Context: an optimization exercise on an open-source flow, tuned for small area and a short achievable clock period. The choices shown serve that exercise and are no tape-out recipe. At most, simulation tests tie the RTL to the original design; equivalence was not proved. Power figures rest on the tool's default switching activity, not on a simulated workload.

Setup of build 66:
// exec_core
module exec_core #(
    parameter int data_width = riscv_pkg::xlen
) (
    input  logic                  clk,
    input  logic                  arst_n,
    input  logic [31:0]           inst,
    input  logic                  inst_valid,
    output logic [data_width-1:0] result,
    output logic [4:0]            result_rd,
    output logic                  result_valid,
    output logic                  branch_taken
);
    logic [31:0] rs1_data, rs2_data, res, res_int, k, imm;
    logic        valid_q, wb_q, wb_d;
    logic [4:0]  rd_q;
    logic        rs2_en, fwd1, fwd2;
    logic        sub, sel_add, lp, lg, lui, sel_sll, sel_sr, sra;
    logic        lt_signed, sel_lt, br_eq, br_lt, br_inv;
    riscv_pkg::stage_t st_d, st_q;
    decode_ctrl decode_ctrl_inst (
        .inst       (inst),
        .inst_valid (inst_valid),
        .fwd_valid  (wb_q),
        .fwd_rd     (rd_q),
        .wb         (wb_d),
        .rs2_en     (rs2_en),
        .fwd1       (fwd1),
        .fwd2       (fwd2),
        .k          (k),
        .imm        (imm),
        .sub        (sub),
        .sel_add    (sel_add),
        .lp         (lp),
  ...
Size in the first run: roughly 3500 cells after synthesis, about 1200 flip-flops, about 74 I/O pins, ~0.051 sq mm of cells after synthesis.
Settings: LEC_CHECK=0, CAP_MARGIN=20, CORE_MARGIN=2, CORE_UTILIZATION=40, PLACE_DENSITY=0.6, SETUP_SLACK_MARGIN=5, SLEW_MARGIN=20, SYNTH_HIERARCHICAL=1, SYNTH_MINIMUM_KEEP_SIZE=0, TNS_END_PERCENT=100; clock period 10.0 ns.
standard.sh (not shown) runs the stock make flow with config.mk's settings and CLKGATE_MAP_FILE= SYNTH_SCRIPT=/design/flow/synth_recipe.tcl, a recipe that flattens the netlist after the stock synthesis.
==> flow/flow/run.sh <==
#!/bin/bash
# Own layout flow: the standard layout (standard.sh) with these changes.
#  1. DONT_USE_CELLS adds the full and half adder cells (fa, ha) and the
#     clkdlybuf4s delay buffers to the platform's list (flow/dont_use.txt
#     holds the whole list), so synthesis maps adders to plain gates and
#     port buffering and repair use ordinary buffers.
#  2. After synthesis, a22oi_2 and a21oi_2 cells (what synthesis makes of
#     the design's single-gate modules) start at size 1, and the gates of
#     the register file's read decoders and columns get drive strengths
#     that suit their loads (flow/swap.tcl, rules in flow/settings.sh).
#  3. Clock tree synthesis without dummy loads, with small sink clusters
#     (flow/settings.sh).
#  4. Timing repair aims at a shorter period than the design's clock
#     (setup margin from flow/settings.sh) on all endpoints.
# Everything else (synthesis script, floorplan, power grid, placement,
# routing, the clock period and constraints) is the standard flow.
# Each tool's full output goes to a log file here (flow_*.log); ORFS also
# writes each step's log under orfs/logs/.
set -euo pipefail
source flow/settings.sh
du="$(cat flow/dont_use.txt)"
vars=("DONT_USE_CELLS=$du" "CTS_ARGS=$CTS_ARGS" "SETUP_SLACK_MARGIN=$MARGIN" "TNS_END_PERCENT=$TNS")
res="orfs/results/${FLOW_PLATFORM:-sky130hd}/exec_core/base"

bash standard.sh "${vars[@]}" synth > flow_synth.log 2>&1
ODB_IN="$res/1_synth.odb" ODB_OUT="$res/1_synth.odb" SWAP="$SWAP" SIZE="${SIZE:-}" \
  openroad -no_init -exit flow/swap.tcl > flow_swap.log 2>&1
touch "$res/1_synth.sdc"
bash standard.sh "${vars[@]}" finish > flow_finish.log 2>&1
==> flow/flow/settings.sh <==
# Settings read by flow/run.sh
CTS_ARGS="-sink_clustering_enable -repair_clock_nets -dont_use_dummy_load -sink_clustering_size 16 -sink_clustering_max_diameter 40 -buf_list {sky130_fd_sc_hd__clkbuf_4 sky130_fd_sc_hd__clkbuf_8}"
MARGIN=5.4
TNS=100
SWAP="sky130_fd_sc_hd__a22oi_2 sky130_fd_sc_hd__a22oi_1 sky130_fd_sc_hd__a21oi_2 sky130_fd_sc_hd__a21oi_1 sky130_fd_sc_hd__nor3_2 sky130_fd_sc_hd__nor3_1 sky130_fd_sc_hd__a21boi_2 sky130_fd_sc_hd__a21boi_1"
SIZE="*_dec.g_sel*.sn d sky130_fd_sc_hd__nand3_2
*_dec.g_sel*.sn s sky130_fd_sc_hd__inv_6
*_dec.g_hi*.u.y d sky130_fd_sc_hd__nor2_2
*_dec.g_lo*.u.y d sky130_fd_sc_hd__nor3_2
*_dec.an* d sky130_fd_sc_hd__inv_2
*_dec.g_an* d sky130_fd_sc_hd__inv_2"
Other scripts of this flow, unchanged in this note and not shown: flow/flow/dont_use.txt, flow/flow/swap.tcl
Inputs modified between build 66 and build 56:
--- a/flow/flow/settings.sh
+++ b/flow/flow/settings.sh
@@ -2,2 +2,2 @@
-CTS_ARGS="-sink_clustering_enable -repair_clock_nets -dont_use_dummy_load -sink_clustering_size 16 -sink_clustering_max_diameter 40 -buf_list {sky130_fd_sc_hd__clkbuf_4 sky130_fd_sc_hd__clkbuf_8}"
-MARGIN=5.4
+CTS_ARGS="-sink_clustering_enable -repair_clock_nets -dont_use_dummy_load -sink_clustering_size 20 -sink_clustering_max_diameter 50 -buf_list {sky130_fd_sc_hd__clkbuf_4 sky130_fd_sc_hd__clkbuf_8}"
+MARGIN=5.5
### Flow results
Build 56: number of inserted filler cells in the final layout is 1.1% lower than what build 66 reported.
Compared with build 66, build 56 shows a number of antenna violations at the first check in global routing that is 4 higher.
Looking only at number of cells upsized or downsized after cts, and setting everything else aside, the lower value of build 66 and build 56 goes to build 66.
Diff build 66 -> build 56 | initial detailed-routing violation count | up by a few percent
[inputs] build 46 vs build 56
--- a/flow/flow/settings.sh
+++ b/flow/flow/settings.sh
@@ -2 +2 @@
-CTS_ARGS="-sink_clustering_enable -repair_clock_nets -dont_use_dummy_load -sink_clustering_size 20 -sink_clustering_max_diameter 50 -buf_list {sky130_fd_sc_hd__clkbuf_4 sky130_fd_sc_hd__clkbuf_8}"
+CTS_ARGS="-sink_clustering_enable -repair_clock_nets -dont_use_dummy_load -sink_clustering_size 16 -sink_clustering_max_diameter 40 -buf_list {sky130_fd_sc_hd__clkbuf_4 sky130_fd_sc_hd__clkbuf_8}"
@@ -11,0 +12,4 @@
+SIZE="$SIZE
+*_col.l2* d sky130_fd_sc_hd__nand4_2
+*_col.l2* d sky130_fd_sc_hd__nand3_2
+*_col.l3 d sky130_fd_sc_hd__nor3_2"
Results
Build 46: flow completed, timing, DRC and antenna clean
Build 56 -> build 46: count of inserted tapcells increased by a few percent
Row width of the die: build 46 higher / build 56 lower
Maximum vdd drop came out higher on build 46 than on build 56.
Layout clock buffer count, build 46 and build 56, higher one = build 46.
Going from build 56 to build 46, routed wire length shrank slightly.

* * *

exec_core, a different RTL version from the one above (not shown whole).
Size: roughly 4100 cells after synthesis, roughly 54000 sq um of cells after synthesis.
Settings: LEC_CHECK=0, CAP_MARGIN=20, CORE_MARGIN=2, CORE_UTILIZATION=40, PLACE_DENSITY=0.6, SETUP_SLACK_MARGIN=5, SLEW_MARGIN=20, SYNTH_HIERARCHICAL=1, SYNTH_MINIMUM_KEEP_SIZE=0, TNS_END_PERCENT=100; clock period 10.0 ns.
==> flow/flow/settings.sh <==
# Settings read by flow/run.sh
CTS_ARGS="-sink_clustering_enable -repair_clock_nets -dont_use_dummy_load -sink_clustering_size 16 -sink_clustering_max_diameter 40 -buf_list {sky130_fd_sc_hd__clkbuf_4 sky130_fd_sc_hd__clkbuf_8}"
MARGIN=5.5
TNS=100
SWAP="sky130_fd_sc_hd__a22oi_2 sky130_fd_sc_hd__a22oi_1 sky130_fd_sc_hd__a21oi_2 sky130_fd_sc_hd__a21oi_1"
Scripts as last shown in full above: flow/flow/run.sh
Other scripts of this flow, unchanged in this note and not shown: flow/flow/dont_use.txt, flow/flow/swap.tcl
The starting point finished clean.
Rerun with:
--- a/flow/flow/settings.sh
+++ b/flow/flow/settings.sh
@@ -4,2 +4,8 @@
 TNS=100
 SWAP="sky130_fd_sc_hd__a22oi_2 sky130_fd_sc_hd__a22oi_1 sky130_fd_sc_hd__a21oi_2 sky130_fd_sc_hd__a21oi_1"
+SIZE="*_dec.g_sel*.sn d sky130_fd_sc_hd__nand3_2
+*_dec.g_sel*.sn s sky130_fd_sc_hd__inv_4
+*_dec.g_hi*.u.y d sky130_fd_sc_hd__nor2_2
+*_dec.g_lo*.u.y d sky130_fd_sc_hd__nor3_2
+*_dec.an* d sky130_fd_sc_hd__inv_2
+*_col.g_l2*.u.y d sky130_fd_sc_hd__nand4_2"
What happened:
- clock-buffer cell count drops by 11
- sequential power hardly moves
- register-to-register slack loses 0.04 ns
- final cell count rose slightly
No functional check of the RTL was part of any run of this note.

* * *

## build 53
Another version of the RTL of exec_core (not shown whole).
Size in the first run: roughly 3800 cells after synthesis, roughly 52000 µm² of cells after synthesis.
clock: 10.0 ns
lec_check: 0
cap_margin: 20
core_margin: 2
core_utilization: 40
place_density: 0.6
setup_slack_margin: 5
slew_margin: 20
synth_hierarchical: 1
synth_minimum_keep_size: 0
tns_end_percent: 100
==> flow/flow/run.sh <==
#!/bin/bash
# Own layout flow: the standard layout (standard.sh) with these changes.
#  1. DONT_USE_CELLS adds the full and half adder cells (fa, ha) and the
#     clkdlybuf4s delay buffers to the platform's list (flow/dont_use.txt
#     holds the whole list), so synthesis maps adders to plain gates and
#     port buffering and repair use ordinary buffers.
#  2. After synthesis, a22oi_2 and a21oi_2 cells (what synthesis makes of
#     the design's single-gate modules) start at size 1 (flow/swap.tcl).
#  3. Clock tree synthesis without dummy loads, with small sink clusters
#     (flow/settings.sh).
#  4. Timing repair aims at a shorter period than the design's clock
#     (setup margin from flow/settings.sh) on all endpoints.
# Everything else (synthesis script, floorplan, power grid, placement,
# routing, the clock period and constraints) is the standard flow.
# Each tool's full output goes to a log file here (flow_*.log); ORFS also
# writes each step's log under orfs/logs/.
set -euo pipefail
source flow/settings.sh
du="$(cat flow/dont_use.txt)"
vars=("DONT_USE_CELLS=$du" "CTS_ARGS=$CTS_ARGS" "SETUP_SLACK_MARGIN=$MARGIN" "TNS_END_PERCENT=$TNS")
res="orfs/results/${FLOW_PLATFORM:-sky130hd}/exec_core/base"

bash standard.sh "${vars[@]}" synth > flow_synth.log 2>&1
ODB_IN="$res/1_synth.odb" ODB_OUT="$res/1_synth.odb" SWAP="$SWAP" \
  openroad -no_init -exit flow/swap.tcl > flow_swap.log 2>&1
touch "$res/1_synth.sdc"
bash standard.sh "${vars[@]}" finish > flow_finish.log 2>&1
==> flow/flow/settings.sh <==
# Settings read by flow/run.sh
CTS_ARGS="-sink_clustering_enable -repair_clock_nets -dont_use_dummy_load -sink_clustering_size 30 -sink_clustering_max_diameter 60"
MARGIN=5.5
TNS=100
SWAP="sky130_fd_sc_hd__a22oi_2 sky130_fd_sc_hd__a22oi_1 sky130_fd_sc_hd__a21oi_2 sky130_fd_sc_hd__a21oi_1"
Other scripts of this flow, unchanged in this note and not shown: flow/flow/dont_use.txt, flow/flow/swap.tcl
Input-level comparison between build 77 and build 53:
==> flow/flow/settings.sh <==
# Settings read by flow/run.sh
CTS_ARGS="-sink_clustering_enable -repair_clock_nets -dont_use_dummy_load -sink_clustering_size 20 -sink_clustering_max_diameter 50 -buf_list {sky130_fd_sc_hd__clkbuf_4 sky130_fd_sc_hd__clkbuf_8}"
MARGIN=5.8
TNS=100
SWAP="sky130_fd_sc_hd__a22oi_2 sky130_fd_sc_hd__a22oi_1 sky130_fd_sc_hd__a21oi_2 sky130_fd_sc_hd__a21oi_1"
Notes after the runs:
- Summary of build 77 over build 53: clock period minus final worst setup slack went up by 0.23 ns; global-route wire length before repair went up by about 10%; wire length went up by about 13%; maximum frequency went down by 10 MHz; worst setup slack went down by 0.23 ns.
- Build 77 vs build 53: post-CTS repair timing setup buffer count up by more than 100%
Inputs modified between build 77 and build 36:
==> flow/flow/settings.sh <==
# Settings read by flow/run.sh
CTS_ARGS="-sink_clustering_enable -repair_clock_nets -dont_use_dummy_load -sink_clustering_size 20 -sink_clustering_max_diameter 50 -buf_list {sky130_fd_sc_hd__clkbuf_4 sky130_fd_sc_hd__clkbuf_8}"
MARGIN=5.3
TNS=100
SWAP="sky130_fd_sc_hd__a22oi_2 sky130_fd_sc_hd__a22oi_1 sky130_fd_sc_hd__a21oi_2 sky130_fd_sc_hd__a21oi_1"
--- outcome ---
- Build 36: core occupancy in the finished layout is 5.6 points lower than what build 77 reported.
- On initial core utilization, build 36 tracks build 77 almost exactly.
- Delta(clock-pin slew on the worst setup and hold paths, build 36 - build 77) > 0
For build 54, these inputs were changed with respect to build 36:
==> flow/flow/settings.sh <==
# Settings read by flow/run.sh
CTS_ARGS="-sink_clustering_enable -repair_clock_nets -dont_use_dummy_load -sink_clustering_size 20 -sink_clustering_max_diameter 50 -buf_list {sky130_fd_sc_hd__clkbuf_4 sky130_fd_sc_hd__clkbuf_8}"
MARGIN=5.5
TNS=100
SWAP="sky130_fd_sc_hd__a22oi_2 sky130_fd_sc_hd__a22oi_1 sky130_fd_sc_hd__a21oi_2 sky130_fd_sc_hd__a21oi_1"
--- outcome ---
- For post-layout instance count excluding filler cells, build 54 and build 36 come out practically identical.
- Compared with build 36, in build 54 via count of the routed design held steady; critical path depth grew by 2.
- inst[18] as the critical path startpoint was reported by build 36, and inst[21] by build 54.
- Worst endpoint required time: build 54 < build 36
- The setup slack of build 54 is larger than that of build 36.
- Minimum hold slack was lower in build 36 than in build 54.
- For the final standard cell area without fillers, build 54 came in 1.6% higher than build 36 did.

* * *

Another version of the RTL of exec_core (not shown whole).
For scale: ~3900 cells after synthesis, ~74 I/O pins, ~53000 µm² of cells after synthesis.
Settings: LEC_CHECK=0, CAP_MARGIN=20, CORE_MARGIN=2, CORE_UTILIZATION=55, PLACE_DENSITY=0.7, SETUP_SLACK_MARGIN=5, SLEW_MARGIN=20, SYNTH_HIERARCHICAL=1, SYNTH_MINIMUM_KEEP_SIZE=0, TNS_END_PERCENT=100; clock period 10.0 ns.
Scripts as last shown in full above: flow/flow/run.sh
Other scripts of this flow, unchanged in this note and not shown: flow/flow/dont_use.txt, flow/flow/settings.sh, flow/flow/swap.tcl
The baseline produced a clean layout.
Edit:
CORE_UTILIZATION = 40   (was 55)
PLACE_DENSITY = 0.6   (was 0.7)
Result: The changed run produced a clean layout. Clock skew went up by 33 ps. Wire length rises by 3.6%. Cell count goes up by 9.2%. Worst setup slack is better by 44 ps. Register-to-register slack is better by 40 ps. Synthesized cell count is unchanged.
Function was not checked in any run of this note: the RTL went through the layout flow alone.

* * *

Another version of the RTL of exec_core (not shown whole).
Size: ~3900 cells after synthesis, ~74 I/O pins.
clock: 10.0 ns
lec_check: 0
cap_margin: 20
core_margin: 2
core_utilization: 55
place_density: 0.7
setup_slack_margin: 5
slew_margin: 20
synth_hierarchical: 1
synth_minimum_keep_size: 0
tns_end_percent: 100
==> flow/flow/run.sh <==
#!/bin/bash
# Own layout flow: the standard layout (standard.sh) with these changes.
#  1. DONT_USE_CELLS adds the full and half adder cells (fa, ha) and the
#     clkdlybuf4s delay buffers to the platform's list (flow/dont_use.txt
#     holds the whole list), so synthesis maps adders to plain gates and
#     port buffering and repair use ordinary buffers.
#  2. After synthesis, a22oi_2 and a21oi_2 cells (what synthesis makes of
#     the design's single-gate modules) start at size 1, and the gates of
#     the register file's read decoders and columns get drive strengths
#     that suit their loads (flow/swap.tcl, rules in flow/settings.sh).
#  3. Clock tree synthesis without dummy loads, with small sink clusters
#     (flow/settings.sh).
#  4. Timing repair aims at a shorter period than the design's clock
#     (setup margin from flow/settings.sh) on all endpoints.
# Everything else (synthesis script, floorplan, power grid, placement,
# routing, the clock period and constraints) is the standard flow.
# Each tool's full output goes to a log file here (flow_*.log); ORFS also
# writes each step's log under orfs/logs/.
set -euo pipefail
source flow/settings.sh
du="$(cat flow/dont_use.txt)"
vars=("DONT_USE_CELLS=$du" "CTS_ARGS=$CTS_ARGS" "SETUP_SLACK_MARGIN=$MARGIN" "TNS_END_PERCENT=$TNS")
res="orfs/results/${FLOW_PLATFORM:-sky130hd}/exec_core/base"

bash standard.sh "${vars[@]}" synth > flow_synth.log 2>&1
ODB_IN="$res/1_synth.odb" ODB_OUT="$res/1_synth.odb" SWAP="$SWAP" SIZE="${SIZE:-}" \
  openroad -no_init -exit flow/swap.tcl > flow_swap.log 2>&1
touch "$res/1_synth.sdc"
bash standard.sh "${vars[@]}" finish > flow_finish.log 2>&1
==> flow/flow/settings.sh <==
# Settings read by flow/run.sh
CTS_ARGS="-sink_clustering_enable -repair_clock_nets -dont_use_dummy_load -sink_clustering_size 20 -sink_clustering_max_diameter 50 -buf_list {sky130_fd_sc_hd__clkbuf_4 sky130_fd_sc_hd__clkbuf_8}"
MARGIN=5.5
TNS=100
SWAP="sky130_fd_sc_hd__a22oi_2 sky130_fd_sc_hd__a22oi_1 sky130_fd_sc_hd__a21oi_2 sky130_fd_sc_hd__a21oi_1"
SIZE="*_dec.g_sel*.sn d sky130_fd_sc_hd__nand3_2
*_dec.g_sel*.sn s sky130_fd_sc_hd__inv_6
*_dec.g_hi*.u.y d sky130_fd_sc_hd__nor2_2
*_dec.g_lo*.u.y d sky130_fd_sc_hd__nor3_2
*_dec.an* d sky130_fd_sc_hd__inv_2
*_dec.g_an* d sky130_fd_sc_hd__inv_2"
Other scripts of this flow, unchanged in this note and not shown: flow/flow/dont_use.txt, flow/flow/swap.tcl
Then changed:
--- a/flow/flow/settings.sh
+++ b/flow/flow/settings.sh
@@ -3 +3 @@
-MARGIN=5.5
+MARGIN=5.6
Settings changed: CORE_UTILIZATION 55 to 40, PLACE_DENSITY 0.7 to 0.6.
Outcome: Count of clock-buffer cells in the layout rises by 1. Combinational power rises by a few percent. Wire length rises by a few percent. Setup slack improved by 0.025 ns. Maximum frequency rises slightly. Total power rises slightly. Design area rises by a few percent. Final cell count rises by roughly a tenth. Area after synthesis stays the same.

afterwards: timing with drivers on the ports:
In the flow no input, the clock included, has a driving cell. The finished layouts below were timed again as built, in two steps.
Step 1, drivers: a clkbuf_16 drives clk and a buf_2 each remaining input, both assumed.
Step 2 also shifts input and output timing later by t, the mid clock arrival at the registers, as if the neighbouring blocks saw the same clock.
Slacks: ideal / step 1 / step 2; pairs: ideal / step 1.
| run | t (ns) | setup WS [ns] | worst slew at a driven data input, ns |
|---|---|---|---|
| build 66 | 0.932 | 5.266 / 5.307 / 4.375 | 0.04 |
| build 56 | 0.910 | 5.394 / 5.402 / 4.492 | 0.17 |
| build 46 | 0.941 | 5.472 / 5.398 / 4.590 | 0.05 |
| the first run of note 2 | 0.981 | 5.233 / 5.160 / 4.328 | 0.19 |
| the second run of note 2 | 0.941 | 5.310 / 5.163 / 4.222 | 0.25 |
| build 53 | 0.786 | 5.426 / 5.452 / 4.683 | 0.05 |
| build 77 | 0.900 | 5.197 / 5.178 / 4.277 | 0.22 |
| build 36 | 0.903 | 5.188 / 5.234 / 4.330 | 0.04 |
| build 54 | 0.891 | 5.434 / 5.450 / 4.591 | 0.04 |
| the first run of note 4 | 0.858 | 5.359 / 5.242 / 4.384 | 0.24 |
| the second run of note 4 | 0.928 | 5.403 / 5.368 / 4.518 | 0.08 |
| the first run of note 5 | 0.867 | 5.428 / 5.424 / 4.558 | 0.12 |
| the second run of note 5 | 0.906 | 5.453 / 5.474 / 4.597 | 0.05 |
After both steps every run listed still meets setup and hold. The setup slack of the second run of note 2, which loses most, moves by -0.147 ns with the drivers and by -1.088 ns with both steps.
